From an optimization exercise on the open Yosys and OpenROAD flow, aimed at small area; shortcuts taken in it are not production practice. The RTL was checked by simulation tests, not by an equivalence proof against the original design. Power and IR drop assume default switching activity.

==> job 7497 <==
==> flow/design.v <==
`timescale 1ns/10ps
package rv_ex_pkg;
    localparam logic [5-1:0] ALU_ADD    = 5'd0;
    localparam logic [5-1:0] ALU_SUB    = 5'd1;
    localparam logic [5-1:0] ALU_SLL    = 5'd2;
    localparam logic [5-1:0] ALU_SLT    = 5'd3;
    localparam logic [5-1:0] ALU_SLTU   = 5'd4;
    localparam logic [5-1:0] ALU_XOR    = 5'd5;
    localparam logic [5-1:0] ALU_SRL    = 5'd6;
    localparam logic [5-1:0] ALU_SRA    = 5'd7;
    localparam logic [5-1:0] ALU_OR     = 5'd8;
    localparam logic [5-1:0] ALU_AND    = 5'd9;
    localparam logic [5-1:0] ALU_PASS_B = 5'd10;
    localparam logic [1:0] FWD_REG = 2'b00;
    localparam logic [1:0] FWD_WB  = 2'b01;
    localparam logic [1:0] FWD_MEM = 2'b10;
    localparam int ALU_SRC_PC  = 0;
    localparam int ALU_SRC_IMM = 1;
    localparam logic [2:0] BR_BEQ  = 3'b000;
    localparam logic [2:0] BR_BNE  = 3'b001;
    localparam logic [2:0] BR_JAL  = 3'b010;
    localparam logic [2:0] BR_JALR = 3'b011;
    localparam logic [2:0] BR_BLT  = 3'b100;
    localparam logic [2:0] BR_BGE  = 3'b101;
    localparam logic [2:0] BR_BLTU = 3'b110;
    localparam logic [2:0] BR_BGEU = 3'b111;
    localparam logic [1:0] RES_ALU  = 2'b00;
    localparam logic [1:0] RES_LOAD = 2'b01;
    localparam logic [1:0] RES_PC4  = 2'b10;
endpackage
`timescale 1ns/10ps
module alu (
    input  logic [5-1:0] alu_ctrl,
    input  logic [32-1:0]   alu_in_1,
    input  logic [32-1:0]   alu_in_2,
    output logic [32-1:0]   alu_result
);
    localparam int W = 32;
    logic         s_add, s_sub, s_sll, s_slt, s_sltu, s_xor, s_srl, s_sra;
    logic         s_or, s_and, s_pass;
    logic         sub;
    logic [W-1:0] b;
    logic [W-1:0] g;
    logic [W-1:0] p;
    logic [W:0]   c;
    logic         p_all;
    logic [W-1:0] sum;
    logic         lt_unsigned;
    logic         lt_signed;
    logic [W-1:0] sh_in;
    logic [W-1:0] sh_out;
    logic         fill;
    assign s_add  = (alu_ctrl == rv_ex_pkg::ALU_ADD);
    assign s_sub  = (alu_ctrl == rv_ex_pkg::ALU_SUB);
    assign s_sll  = (alu_ctrl == rv_ex_pkg::ALU_SLL);
    assign s_slt  = (alu_ctrl == rv_ex_pkg::ALU_SLT);
    assign s_sltu = (alu_ctrl == rv_ex_pkg::ALU_SLTU);
    assign s_xor  = (alu_ctrl == rv_ex_pkg::ALU_XOR);
    assign s_srl  = (alu_ctrl == rv_ex_pkg::ALU_SRL);
    assign s_sra  = (alu_ctrl == rv_ex_pkg::ALU_SRA);
    assign s_or   = (alu_ctrl == rv_ex_pkg::ALU_OR);
    assign s_and  = (alu_ctrl == rv_ex_pkg::ALU_AND);
    assign s_pass = (alu_ctrl == rv_ex_pkg::ALU_PASS_B);
    assign sub = s_sub | s_slt | s_sltu;
    assign b   = alu_in_2 ^ {W{sub}};
    assign g   = alu_in_1 & b;
    assign p   = alu_in_1 ^ b;
    rv_carry_bk #(.W(W)) i_carry (
        .g     (g),
        .p     (p),
        .cin   (sub),
        .c     (c),
        .p_all (p_all)
    );
    assign sum = p ^ c[W-1:0];
    assign lt_unsigned = ~c[W];
    assign lt_signed   = lt_unsigned ^ alu_in_1[W-1] ^ alu_in_2[W-1];
    assign fill = s_sra & alu_in_1[W-1];
    always_comb begin
        for (int i = 0; i < W; i++)
            sh_in[i] = s_sll ? alu_in_1[W-1-i] : alu_in_1[i];
    end
    assign sh_out = $signed({fill, sh_in}) >>> alu_in_2[4:0];
    always_comb begin
        for (int i = 0; i < W; i++) begin
            alu_result[i] = ((s_add | s_sub) & sum[i])
                          | (s_sll & sh_out[W-1-i])
                          | ((s_srl | s_sra) & sh_out[i])
                          | (s_xor & p[i])
                          | (s_and & g[i])
                          | (s_or & (p[i] | g[i]))
                          | (s_pass & alu_in_2[i])
                          | ((i == 0) & ((s_slt & lt_signed) | (s_sltu & lt_unsigned)));
        end
    end
endmodule
`timescale 1ns/10ps
module rv_carry_bk #(
    parameter int W = 32
) (
    input  logic [W-1:0] g,
    input  logic [W-1:0] p,
    input  logic         cin,
    output logic [W:0]   c,
    output logic         p_all
);
    function automatic logic [W:0] carries(input logic [W-1:0] gi, input logic [W-1:0] pi,
                                           input logic ci);
        logic [W-1:0] gg;
        logic [W-1:0] pp;
        logic [W:0]   cc;
        gg    = gi;
        pp    = pi;
        gg[0] = gi[0] | (pi[0] & ci);
        for (int d = 1; d < W; d = d * 2) begin
            for (int i = 2 * d - 1; i < W; i = i + 2 * d) begin
                gg[i] = gg[i] | (pp[i] & gg[i-d]);
                pp[i] = pp[i] & pp[i-d];
            end
        end
        for (int d = W / 4; d >= 1; d = d / 2) begin
            for (int i = 3 * d - 1; i < W; i = i + 2 * d) begin
                gg[i] = gg[i] | (pp[i] & gg[i-d]);
            end
        end
        cc[0] = ci;
        for (int i = 0; i < W; i++)
            cc[i+1] = gg[i];
        carries = cc;
    endfunction
    assign c     = carries(g, p, cin);
    assign p_all = &p;
endmodule
module rv_inc #(
    parameter int W   = 32,
    parameter int LSB = 2
) (
    input  logic [W-1:0] a,
    output logic [W-1:0] y
);
    logic [W:0] c;
    assign c[LSB:0] = {1'b1, {LSB{1'b0}}};
    for (genvar i = 0; i < W; i++) begin : g_bit
        if (i >= LSB) begin : g_inc
            assign y[i]   = a[i] ^ c[i];
            assign c[i+1] = a[i] & c[i];
        end else begin : g_pass
            assign y[i] = a[i];
        end
    end
endmodule
`timescale 1ns/10ps
module ex_stage_top (
    input  logic                  clk,
    input  logic                  rst_n,
    input  logic                  id_valid,
    input  logic [32-1:0]   id_rs1_data,
    input  logic [32-1:0]   id_rs2_data,
    input  logic [32-1:0]   id_imm,
    input  logic [32-1:0]   id_pc,
    input  logic [5-1:0] id_rs1,
    input  logic [5-1:0] id_rs2,
    input  logic [5-1:0] id_rd,
    input  logic [5-1:0] id_alu_ctrl,
    input  logic [1:0]            id_alu_src,
    input  logic [2:0]            id_branch_cond,
    input  logic                  id_branch_valid,
    input  logic [1:0]            id_result_src,
    input  logic                  id_mem_write,
    input  logic                  id_reg_write,
    input  logic [32-1:0]   mem_load_data,
    output logic                  pc_src,
    output logic [32-1:0]   branch_target,
    output logic [32-1:0]   mem_alu_result,
    output logic [32-1:0]   mem_store_data,
    output logic [5-1:0] mem_rd,
    output logic                  mem_write,
    output logic                  mem_reg_write,
    output logic [32-1:0]   wb_result,
    output logic [5-1:0] wb_rd,
    output logic                  wb_reg_write
);
    logic [32-1:0]   ex_alu_result;
    logic [32-1:0]   ex_store_data;
    logic [32-1:0]   ex_pc;
    logic [5-1:0] ex_rd;
    logic [1:0]            ex_result_src;
    logic                  ex_mem_write;
    logic                  ex_reg_write;
    logic [1:0]            mem_result_src;
    logic [32-1:0]   mem_pc_plus4;
    logic                  bubble;
    logic [32-1:0]   wb_next;
    logic                  fwd_mem_a, fwd_wb_a, fwd_mem_b, fwd_wb_b;
    logic [32-1:0]   op_a;
    logic [32-1:0]   op_b;
    logic [32-1:0]   alu_in_1;
    logic [32-1:0]   alu_in_2;
    logic [32-1:0]   alu_result;
    logic                  eq, lt_u, lt_s, taken;
    logic                  is_jalr;
    logic [32-1:0]   target_sum;
    assign bubble = pc_src || !id_valid;
    always_comb begin
        case (mem_result_src)
            rv_ex_pkg::RES_LOAD: wb_next = mem_load_data;
            rv_ex_pkg::RES_PC4:  wb_next = mem_pc_plus4;
            default:             wb_next = mem_alu_result;
        endcase
    end
    assign fwd_mem_a = ex_reg_write && (ex_rd != '0) && (ex_rd == id_rs1);
    assign fwd_mem_b = ex_reg_write && (ex_rd != '0) && (ex_rd == id_rs2);
    assign fwd_wb_a  = mem_reg_write && (mem_rd != '0) && (mem_rd == id_rs1);
    assign fwd_wb_b  = mem_reg_write && (mem_rd != '0) && (mem_rd == id_rs2);
    assign op_a = fwd_mem_a ? ex_alu_result : (fwd_wb_a ? wb_next : id_rs1_data);
    assign op_b = fwd_mem_b ? ex_alu_result : (fwd_wb_b ? wb_next : id_rs2_data);
    assign alu_in_1 = id_alu_src[rv_ex_pkg::ALU_SRC_PC]  ? id_pc  : op_a;
    assign alu_in_2 = id_alu_src[rv_ex_pkg::ALU_SRC_IMM] ? id_imm : op_b;
    alu i_alu (
        .alu_ctrl   (id_alu_ctrl),
        .alu_in_1   (alu_in_1),
        .alu_in_2   (alu_in_2),
        .alu_result (alu_result)
    );
    logic [32-1:0]   cmp_g, cmp_p;
    logic [32:0]     cmp_c;
    logic [32-1:0]   base;
    logic [32-1:0]   tgt_g, tgt_p;
    logic [32:0]     tgt_c;
    logic                  unused_tgt_p_all;
    logic [32-1:0]   ex_pc_plus4;
    assign cmp_g = op_a & ~op_b;
    assign cmp_p = ~(op_a ^ op_b);
    rv_carry_bk #(.W(32)) i_cmp (
        .g     (cmp_g),
        .p     (cmp_p),
        .cin   (1'b1),
        .c     (cmp_c),
        .p_all (eq)
    );
    assign lt_u = ~cmp_c[32];
    assign lt_s = lt_u ^ op_a[32-1] ^ op_b[32-1];
    always_comb begin
        case (id_branch_cond)
            rv_ex_pkg::BR_BEQ:  taken = eq;
            rv_ex_pkg::BR_BNE:  taken = ~eq;
            rv_ex_pkg::BR_BLT:  taken = lt_s;
            rv_ex_pkg::BR_BGE:  taken = ~lt_s;
            rv_ex_pkg::BR_BLTU: taken = lt_u;
            rv_ex_pkg::BR_BGEU: taken = ~lt_u;
            default:            taken = 1'b1;
        endcase
    end
    assign is_jalr = (id_branch_cond == rv_ex_pkg::BR_JALR);
    assign base    = is_jalr ? op_a : id_pc;
    assign tgt_g   = base & id_imm;
    assign tgt_p   = base ^ id_imm;
    rv_carry_bk #(.W(32)) i_tgt (
        .g     (tgt_g),
        .p     (tgt_p),
        .cin   (1'b0),
        .c     (tgt_c),
        .p_all (unused_tgt_p_all)
    );
    assign target_sum = tgt_p ^ tgt_c[32-1:0];
    rv_inc #(.W(32), .LSB(2)) i_pc4 (
        .a (ex_pc),
        .y (ex_pc_plus4)
    );
    always_ff @(posedge clk or negedge rst_n) begin
        if (!rst_n) begin
            pc_src        <= 1'b0;
            ex_mem_write  <= 1'b0;
            ex_reg_write  <= 1'b0;
            mem_write     <= 1'b0;
            mem_reg_write <= 1'b0;
            wb_reg_write  <= 1'b0;
        end else begin
            pc_src        <= id_branch_valid && !bubble && taken;
            ex_mem_write  <= id_mem_write && !bubble;
            ex_reg_write  <= id_reg_write && !bubble;
            mem_write     <= ex_mem_write;
            mem_reg_write <= ex_reg_write;
            wb_reg_write  <= mem_reg_write;
        end
    end
    always_ff @(posedge clk) begin
        ex_alu_result  <= alu_result;
        ex_store_data  <= op_b;
        branch_target  <= {target_sum[32-1:1], target_sum[0] & ~is_jalr};
        ex_pc          <= id_pc;
        ex_rd          <= id_rd;
        ex_result_src  <= id_result_src;
        mem_alu_result <= ex_alu_result;
        mem_store_data <= ex_store_data;
        mem_rd         <= ex_rd;
        mem_result_src <= ex_result_src;
        mem_pc_plus4   <= ex_pc_plus4;
        wb_result      <= wb_next;
        wb_rd          <= mem_rd;
    end
endmodule
==> flow/run.sh <==
#!/bin/bash
# synth_recipe.tcl (not shown) runs the flow's synth.tcl, then flattens the netlist and writes it again
# the make line also repeats each setting of config.mk as NAME=value (left out here)
make -C /OpenROAD-flow-scripts/flow DESIGN_CONFIG=/design/flow/config.mk WORK_HOME=/design/flow/orfs CLKGATE_MAP_FILE= SYNTH_SCRIPT=/design/flow/synth_recipe.tcl finish
==> flow/config.mk <==
export PLATFORM = sky130hd
export DESIGN_NAME = ex_stage_top
export DESIGN_NICKNAME = ex_stage_top
export VERILOG_FILES = /design/flow/design.v
export SDC_FILE = /design/flow/constraint.sdc
export NUM_CORES = 4
export LEC_CHECK = 0
export CAP_MARGIN = 20
export CORE_MARGIN = 2
export CORE_UTILIZATION = 40
export SETUP_SLACK_MARGIN = 0.2
export SLEW_MARGIN = 20
==> flow/constraint.sdc <==
create_clock -name core_clock -period 7.0 [get_ports {clk}]
set_input_delay 1.4000 -clock core_clock [delete_from_list [all_inputs] [get_ports {clk}]]
set_output_delay 1.4000 -clock core_clock [all_outputs]
set_load 0.01 [all_outputs]
==> inputs of job 5140, as changes to job 7497 <==
--- a/flow/design.v
+++ b/flow/design.v
@@ -201,19 +201,28 @@
     logic                  is_jalr;
     logic [32-1:0]   target_sum;
     assign bubble = pc_src || !id_valid;
-    always_comb begin
-        case (mem_result_src)
-            rv_ex_pkg::RES_LOAD: wb_next = mem_load_data;
-            rv_ex_pkg::RES_PC4:  wb_next = mem_pc_plus4;
-            default:             wb_next = mem_alu_result;
-        endcase
-    end
+    logic wb_sel_load, wb_sel_pc4, wb_sel_alu;
+    assign wb_sel_load = (mem_result_src == rv_ex_pkg::RES_LOAD);
+    assign wb_sel_pc4  = (mem_result_src == rv_ex_pkg::RES_PC4);
+    assign wb_sel_alu  = !wb_sel_load && !wb_sel_pc4;
+    assign wb_next     = ({32{wb_sel_load}} & mem_load_data) |
+                         ({32{wb_sel_pc4}} & mem_pc_plus4) |
+                         ({32{wb_sel_alu}} & mem_alu_result);
     assign fwd_mem_a = ex_reg_write && (ex_rd != '0) && (ex_rd == id_rs1);
     assign fwd_mem_b = ex_reg_write && (ex_rd != '0) && (ex_rd == id_rs2);
     assign fwd_wb_a  = mem_reg_write && (mem_rd != '0) && (mem_rd == id_rs1);
     assign fwd_wb_b  = mem_reg_write && (mem_rd != '0) && (mem_rd == id_rs2);
-    assign op_a = fwd_mem_a ? ex_alu_result : (fwd_wb_a ? wb_next : id_rs1_data);
-    assign op_b = fwd_mem_b ? ex_alu_result : (fwd_wb_b ? wb_next : id_rs2_data);
+    logic sel_mem_a, sel_wb_a, sel_reg_a, sel_mem_b, sel_wb_b, sel_reg_b;
+    assign sel_mem_a = fwd_mem_a;
+    assign sel_wb_a  = !fwd_mem_a && fwd_wb_a;
+    assign sel_reg_a = !fwd_mem_a && !fwd_wb_a;
+    assign sel_mem_b = fwd_mem_b;
+    assign sel_wb_b  = !fwd_mem_b && fwd_wb_b;
+    assign sel_reg_b = !fwd_mem_b && !fwd_wb_b;
+    assign op_a = ({32{sel_mem_a}} & ex_alu_result) | ({32{sel_wb_a}} & wb_next) |
+                  ({32{sel_reg_a}} & id_rs1_data);
+    assign op_b = ({32{sel_mem_b}} & ex_alu_result) | ({32{sel_wb_b}} & wb_next) |
+                  ({32{sel_reg_b}} & id_rs2_data);
     assign alu_in_1 = id_alu_src[rv_ex_pkg::ALU_SRC_PC]  ? id_pc  : op_a;
     assign alu_in_2 = id_alu_src[rv_ex_pkg::ALU_SRC_IMM] ? id_imm : op_b;
     alu i_alu (
==> flow/flow/run.sh (new file) <==
#!/bin/bash
# Standard synthesis, then an area-oriented re-map of its combinational
# logic, then the standard layout with single-size port buffers and no CTS
# dummy loads. Each tool's output goes to a log file in this folder.
set -euo pipefail
W=$(pwd)
R=$W/orfs/results/$FLOW_PLATFORM/ex_stage_top/base
export BUFFER_PORTS_ARGS="-buffer_cell sky130_fd_sc_hd__buf_1"
export CTS_ARGS="-sink_clustering_enable -repair_clock_nets -dont_use_dummy_load -buf_list sky130_fd_sc_hd__clkbuf_8 -root_buf sky130_fd_sc_hd__clkbuf_8 -sink_clustering_size 16 -sink_clustering_max_diameter 70"

bash standard.sh synth > synth.log 2>&1
cp "$R/1_2_yosys.v" "$W/1_2_yosys.standard.v"

TOP=$FLOW_TOP IN_V="$W/1_2_yosys.standard.v" OUT_V="$W/1_2_yosys.remap.v" \
    ABCS="$W/flow/remap.abc" REMAP_RPT="$W/remap_stat" \
    REMAP_PLATFORM_CFG="$FLOW_HOME/platforms/sky130hd/config.mk" \
    REMAP_LIB="$FLOW_HOME/platforms/sky130hd/lib/sky130_fd_sc_hd__tt_025C_1v80.lib" \
    yosys -c "$W/flow/remap.tcl" > remap.log 2>&1

cp "$W/1_2_yosys.remap.v" "$R/1_2_yosys.v"
rm -f "$R/1_synth.odb" "$R/1_synth.sdc"
bash standard.sh > layout.log 2>&1
==> flow/flow/remap.abc (new file) <==
strash
dc2
balance
rewrite
refactor
balance
rewrite
rewrite -z
balance
refactor -z
rewrite -z
balance
dch -f
map -D 4000
topo
buffer -c
upsize -D 4000
dnsize -D 4000
strash
dch -f
map -D 4000
topo
buffer -c
upsize -D 4000
dnsize -D 4000
==> flow/flow/remap.tcl (new file) <==
# Re-map the combinational logic of the standard synthesis netlist for area.
# The flip-flops and tie cells stay as they are, with their names.
set lib $::env(REMAP_LIB)
yosys read_liberty -ignore_miss_func $lib
yosys read_verilog $::env(IN_V)
yosys hierarchy -top $::env(TOP)
foreach c {dfxtp_1 dfrtp_1 dfstp_1 dfxtp_2 dfrtp_2 dfxtp_4 dfrtp_4 conb_1} {
    if {![catch {yosys select -module sky130_fd_sc_hd__$c}]} {
        yosys select -clear
        yosys blackbox sky130_fd_sc_hd__$c
    }
}
yosys flatten
yosys opt_clean -purge
yosys tee -o $::env(REMAP_RPT).before stat -liberty $lib
# The platform's don't-use cells, from its config.mk
set fh [open $::env(REMAP_PLATFORM_CFG) r]
set cfg [read $fh]
close $fh
set dont_use {}
foreach w [regexp -all -inline {sky130_fd_sc_hd__\S+} [lindex [regexp -inline {DONT_USE_CELLS \+=[^#]*} $cfg] 0]] {
    lappend dont_use -dont_use $w
}
puts "remap: [expr {[llength $dont_use] / 2}] dont_use cells"
yosys abc -liberty $lib -script $::env(ABCS) {*}$dont_use
yosys opt_clean -purge
yosys tee -o $::env(REMAP_RPT).after stat -liberty $lib
yosys write_verilog -noattr -nohex -nodec $::env(OUT_V)
==> flow/standard.sh (new file) <==
#!/bin/bash
# synth_recipe.tcl (not shown) runs the flow's synth.tcl, then flattens the netlist and writes it again
# the make line also repeats each setting of config.mk as NAME=value (left out here)
make -C /OpenROAD-flow-scripts/flow DESIGN_CONFIG=/design/flow/config.mk WORK_HOME=/design/flow/orfs CLKGATE_MAP_FILE= SYNTH_SCRIPT=/design/flow/synth_recipe.tcl "${@:-finish}"
- GPL_ROUTABILITY_DRIVEN: not set -> 0
- SETUP_SLACK_MARGIN: 0.2 -> 0.1
removed: flow/run.sh
==> impl_summary.txt <==
----------------------------------------------------
[Floorplan]
  Cell Rows ... 72

[Power and ir drop]
  Power density over the cells ... 210 nW/um^2
  Switching power total ... 0.00138 W

[Cells and area]
  Multi-input combinational cell area ... 8830 sq um

[CTS]
  Post-CTS clock slew at the launch and capture registers of the worst setup and hold paths ... 100 ps
  Total CTS buffers ... 26

[Outcome]
  Result of the run ... timing/DRC/antenna clean

[Setup path]
  Reg-to-reg endpoint ... ex_alu_result[31]

----------------------------------------------------
That was job 5140.
==> impl_summary.txt <==
----------------------------------------------------
[CTS]
  Total CTS buffers ... 31

[Floorplan]
  Cell Rows ... 79

[Power and ir drop]
  Switching power total ... 0.00188 W
  Power density over the cells ... 209 nW/um^2

[Outcome]
  Result of the run ... timing/DRC/antenna clean

----------------------------------------------------
That was job 7497.

==> port drivers added, routing unchanged <==
No port has a modelled driver above. Below, the same layouts with a new extraction and two added sets of constraints. Step 1 assumes that a clkbuf_16 drives the clock port and a buf_2 every other input. Step 2 adds t to the input delays and takes it off the output delays; t is the mean of the earliest and latest rising clock arrival at the registers after step 1. Input paths then give back, and output paths get back, about the clock's delay inside the block. Slacks: ideal / step 1 / step 2; pairs: ideal / step 1.
| run | shift t [ns] | slack for setup (ns) | worst setup path after step 2 | latest minus earliest clock arrival (ns) | slew at the worst register clock pin (ns) |
|---|---|---|---|---|---|
| job 7497 | 0.651 | 0.374 / 0.400 / -0.251 | input to register | 0.015 / 0.015 | 0.07 / 0.07 |
| job 5140 | 0.649 | 0.922 / 0.952 / 0.304 | input to register | 0.057 / 0.057 | 0.10 / 0.10 |
With both steps, setup timing fails in job 7497, where it was met with ideal ports. For job 7497, which loses most, drivers alone change the setup slack by +0.026 ns; drivers and shift together by -0.625 ns.
